What follows belongs to an exercise in optimizing a design on an open flow for small area, a short achievable clock period and few clock cycles per item; a production flow would make more cautious choices. Where RTL was checked, it was by simulation tests only, not by an equivalence proof against the original. Power figures rest on the tool's default switching activity, not on a simulated workload.

==> flow/design.v (excerpt) <==
module cycling_speed_cadence_packet_top (
    input  wire                                  i_clk,
    input  wire                                  i_rst_n,
    input  wire                                  i_in_valid,
    output logic                                 o_in_stall,
    input  wire  [7:0]                           i_data_byte,
    input  wire                                  i_last_byte,
    input  wire  [31:0]                          i_now_ms,
    output logic                                 o_out_valid,
    input  wire                                  i_out_stall,
    output logic [7:0]                           o_speed_kmh,
    output logic [15:0]                          o_cadence_rpm,
    output logic                                 o_zero_interval,
    input  wire                                  psel,
    input  wire                                  penable,
    input  wire                                  pwrite,
    input  wire  [2:0]                           paddr,
    input  wire  [31:0]                          pwdata,
    output logic [31:0]                          prdata,
    output logic                                 pready
);
Size: ~2400 cells after synthesis, about 330 flip-flops, roughly 140 I/O pins, about 24000 µm² of cells after synthesis.
clock: 10.0 ns
lec_check: 0
cap_margin: 20
core_margin: 2
core_utilization: 40
cts_buf_list: sky130_fd_sc_hd__clkbuf_8
cts_cluster_diameter: 60
cts_cluster_size: 16
slew_margin: 20
standard.sh (not shown) runs the stock make flow with config.mk's settings and CLKGATE_MAP_FILE= SYNTH_SCRIPT=/design/flow/synth_recipe.tcl, a recipe that flattens the netlist after the stock synthesis.
==> flow/flow/run.sh <==
#!/bin/bash
set -euo pipefail
bash standard.sh SETUP_SLACK_MARGIN=5.7 "BUFFER_PORTS_ARGS=-buffer_cell sky130_fd_sc_hd__buf_2" finish > standard_flow.log 2>&1
Testbench counts at the start, summed over its fixed seeds: cycles 18,016, items 1,600.
Then changed:
==> flow/flow/run.sh (replaced) <==
#!/bin/bash
set -euo pipefail
bash standard.sh SETUP_SLACK_MARGIN=5.55 "BUFFER_PORTS_ARGS=-buffer_cell sky130_fd_sc_hd__buf_2" finish > standard_flow.log 2>&1
Effect: Clock skew grows by 0.013 ns; die area does not change; routed wire length falls by 1.1%; global-route usage fell by 0.11 points; power decreases by about 2.3%.
Then changed:
==> flow/flow/run.sh (replaced) <==
#!/bin/bash
set -euo pipefail
bash standard.sh SETUP_SLACK_MARGIN=5.7 "BUFFER_PORTS_ARGS=-buffer_cell sky130_fd_sc_hd__buf_2" finish > standard_flow.log 2>&1
--- a/flow/config.mk
+++ b/flow/config.mk
@@ -10,5 +10,5 @@
 export CORE_UTILIZATION = 40
-export CTS_BUF_LIST = sky130_fd_sc_hd__clkbuf_8
-export CTS_CLUSTER_DIAMETER = 60
-export CTS_CLUSTER_SIZE = 16
+export CTS_BUF_LIST = sky130_fd_sc_hd__clkbuf_16
+export CTS_CLUSTER_DIAMETER = 80
+export CTS_CLUSTER_SIZE = 24
 export SLEW_MARGIN = 20
- final cell count fell by 0.36%
- via count is higher by 1.0%
- flip-flop and latch count stays the same
Then changed:
==> flow/flow/run.sh (replaced) <==
#!/bin/bash
set -euo pipefail
bash standard.sh SETUP_SLACK_MARGIN=5.62 "BUFFER_PORTS_ARGS=-buffer_cell sky130_fd_sc_hd__buf_2" finish > standard_flow.log 2>&1
--- a/flow/config.mk
+++ b/flow/config.mk
@@ -9,6 +9,6 @@
 export CORE_MARGIN = 2
-export CORE_UTILIZATION = 40
-export CTS_BUF_LIST = sky130_fd_sc_hd__clkbuf_16
-export CTS_CLUSTER_DIAMETER = 80
-export CTS_CLUSTER_SIZE = 24
+export CORE_UTILIZATION = 55
+export CTS_BUF_LIST = sky130_fd_sc_hd__clkbuf_8
+export CTS_CLUSTER_DIAMETER = 60
+export CTS_CLUSTER_SIZE = 16
 export SLEW_MARGIN = 20
=>
- register-to-register slack loses 0.16 ns
- via count drops slightly
- die area drops by a quarter to a third
- final area drops slightly
- worst setup slack loses 0.013 ns
- global-route usage climbs by 7.7 points
- total power barely changes
- critical path depth is unchanged

========
Starting RTL as in the previous note.
Settings: LEC_CHECK=0, CAP_MARGIN=20, CORE_MARGIN=2, CORE_UTILIZATION=40, CTS_BUF_LIST=sky130_fd_sc_hd__clkbuf_8, CTS_CLUSTER_DIAMETER=60, CTS_CLUSTER_SIZE=16, SLEW_MARGIN=20; clock period 10.0 ns.
==> flow/flow/run.sh <==
#!/bin/bash
set -euo pipefail
bash standard.sh SETUP_SLACK_MARGIN=5.62 "BUFFER_PORTS_ARGS=-buffer_cell sky130_fd_sc_hd__buf_2" finish > standard_flow.log 2>&1
Testbench counts at the start, summed over its fixed seeds: cycles 18,016, items 1,600.
Then changed:
==> flow/flow/run.sh (replaced) <==
#!/bin/bash
set -euo pipefail
bash standard.sh SETUP_SLACK_MARGIN=5.7 "BUFFER_PORTS_ARGS=-buffer_cell sky130_fd_sc_hd__buf_2" finish > standard_flow.log 2>&1
CTS_BUF_LIST = sky130_fd_sc_hd__clkbuf_16   (was sky130_fd_sc_hd__clkbuf_8)
CTS_CLUSTER_DIAMETER = 100   (was 60)
CTS_CLUSTER_SIZE = 32   (was 16)
Result:
- worst hold slack gets better by 0.0040 ns
- die area is unchanged
- setup slack stays flat

========
== run A ==
cycling_speed_cadence_packet_top, a different RTL version from the one above (not shown whole).
Size: ~2500 cells after synthesis, about 320 flip-flops, roughly 140 I/O pins, about 0.024 mm2 of cells after synthesis.
==> flow/config.mk <==
export PLATFORM = sky130hd
export DESIGN_NAME = cycling_speed_cadence_packet_top
export DESIGN_NICKNAME = cycling_speed_cadence_packet_top
export VERILOG_FILES = /design/flow/design.v
export SDC_FILE = /design/flow/constraint.sdc
export NUM_CORES = 4
export LEC_CHECK = 0
export CAP_MARGIN = 20
export CORE_MARGIN = 2
export CORE_UTILIZATION = 40
export SETUP_SLACK_MARGIN = 5
export SLEW_MARGIN = 20
==> flow/constraint.sdc <==
create_clock -name core_clock -period 10.0 [get_ports {i_clk}]
set_input_delay 2.0000 -clock core_clock [delete_from_list [all_inputs] [get_ports {i_clk}]]
set_output_delay 2.0000 -clock core_clock [all_outputs]
set_load 0.01 [all_outputs]
run.sh (not shown) runs the stock make flow with config.mk's settings and CLKGATE_MAP_FILE= SYNTH_SCRIPT=/design/flow/synth_recipe.tcl, a recipe that flattens the netlist after the stock synthesis.
Stock flow here: none of the scripts above is used.
The following lists how run G was set up differently from run A:
Settings: removing SETUP_SLACK_MARGIN (formerly 5).
==> flow/flow/run.sh (new file) <==
#!/bin/bash
set -euo pipefail
bash standard.sh SETUP_SLACK_MARGIN=5.6 finish > standard_flow.log 2>&1
==> flow/standard.sh (new file) <==
#!/bin/bash
# synth_recipe.tcl (not shown) runs the flow's synth.tcl, then flattens the netlist and writes it again
# the make line also repeats each setting of config.mk as NAME=value (left out here)
make -C /OpenROAD-flow-scripts/flow DESIGN_CONFIG=/design/flow/config.mk WORK_HOME=/design/flow/orfs CLKGATE_MAP_FILE= SYNTH_SCRIPT=/design/flow/synth_recipe.tcl "${@:-finish}"
removed: flow/run.sh
### Flow results
Minimum clock period after layout | run G below run A
Compared with run A, run G shows average routed wire per standard cell that has gone up by a few percent.
Changes observed in run G relative to run A: number of gates resized after cts +114; placed wire-length estimate ~0 delta; number of hold buffers added after cts ~0 delta; cell area +1.7%.
Total detailed-routing wirelength | run G above run A
Function was not checked in any run of this note: the RTL went through the layout flow alone.

## port drivers added, routing unchanged
How much do the figures lean on ideal ports? The routed layouts below were timed once more, with nothing changed but the port constraints. Step 1: set_driving_cell puts a clkbuf_16 on i_clk and a buf_2 on each other input, an assumption about the parent block. Step 2 moves the port delays by t, midway between the first and last clock arrival at a register: inputs arrive t later, outputs are due t later. That takes back most of the time a late clock gives input paths. Slacks: no drivers / after step 1 / after step 2; pairs: no drivers / after step 1.
run	t, ns	setup WS [ns]	worst setup path after step 2	latest minus earliest clock arrival (ns)	worst slew at a driven data input, ns
the first run of note 1	0.679	5.633 / 5.524 / 5.192	input to register	0.046 / 0.046	0.17
the second run of note 1	0.687	5.573 / 5.550 / 5.061	input to register	0.062 / 0.062	0.05
the third run of note 1	0.638	5.631 / 5.526 / 5.182	input to register	0.026 / 0.026	0.16
the fourth run of note 1	0.663	5.618 / 5.526 / 5.161	input to register	0.046 / 0.047	0.14
the first run of note 2	0.681	5.622 / 5.529 / 5.110	input to register	0.057 / 0.057	0.14
the second run of note 2	0.613	5.619 / 5.514 / 5.270	input to register	0.035 / 0.035	0.16
run A	0.611	5.018 / 5.018 / 4.551	input to register	0.030 / 0.031	0.05
run G	0.613	5.085 / 5.085 / 5.085	register to register	0.027 / 0.027	0.11
After both steps every run listed still meets setup and hold.
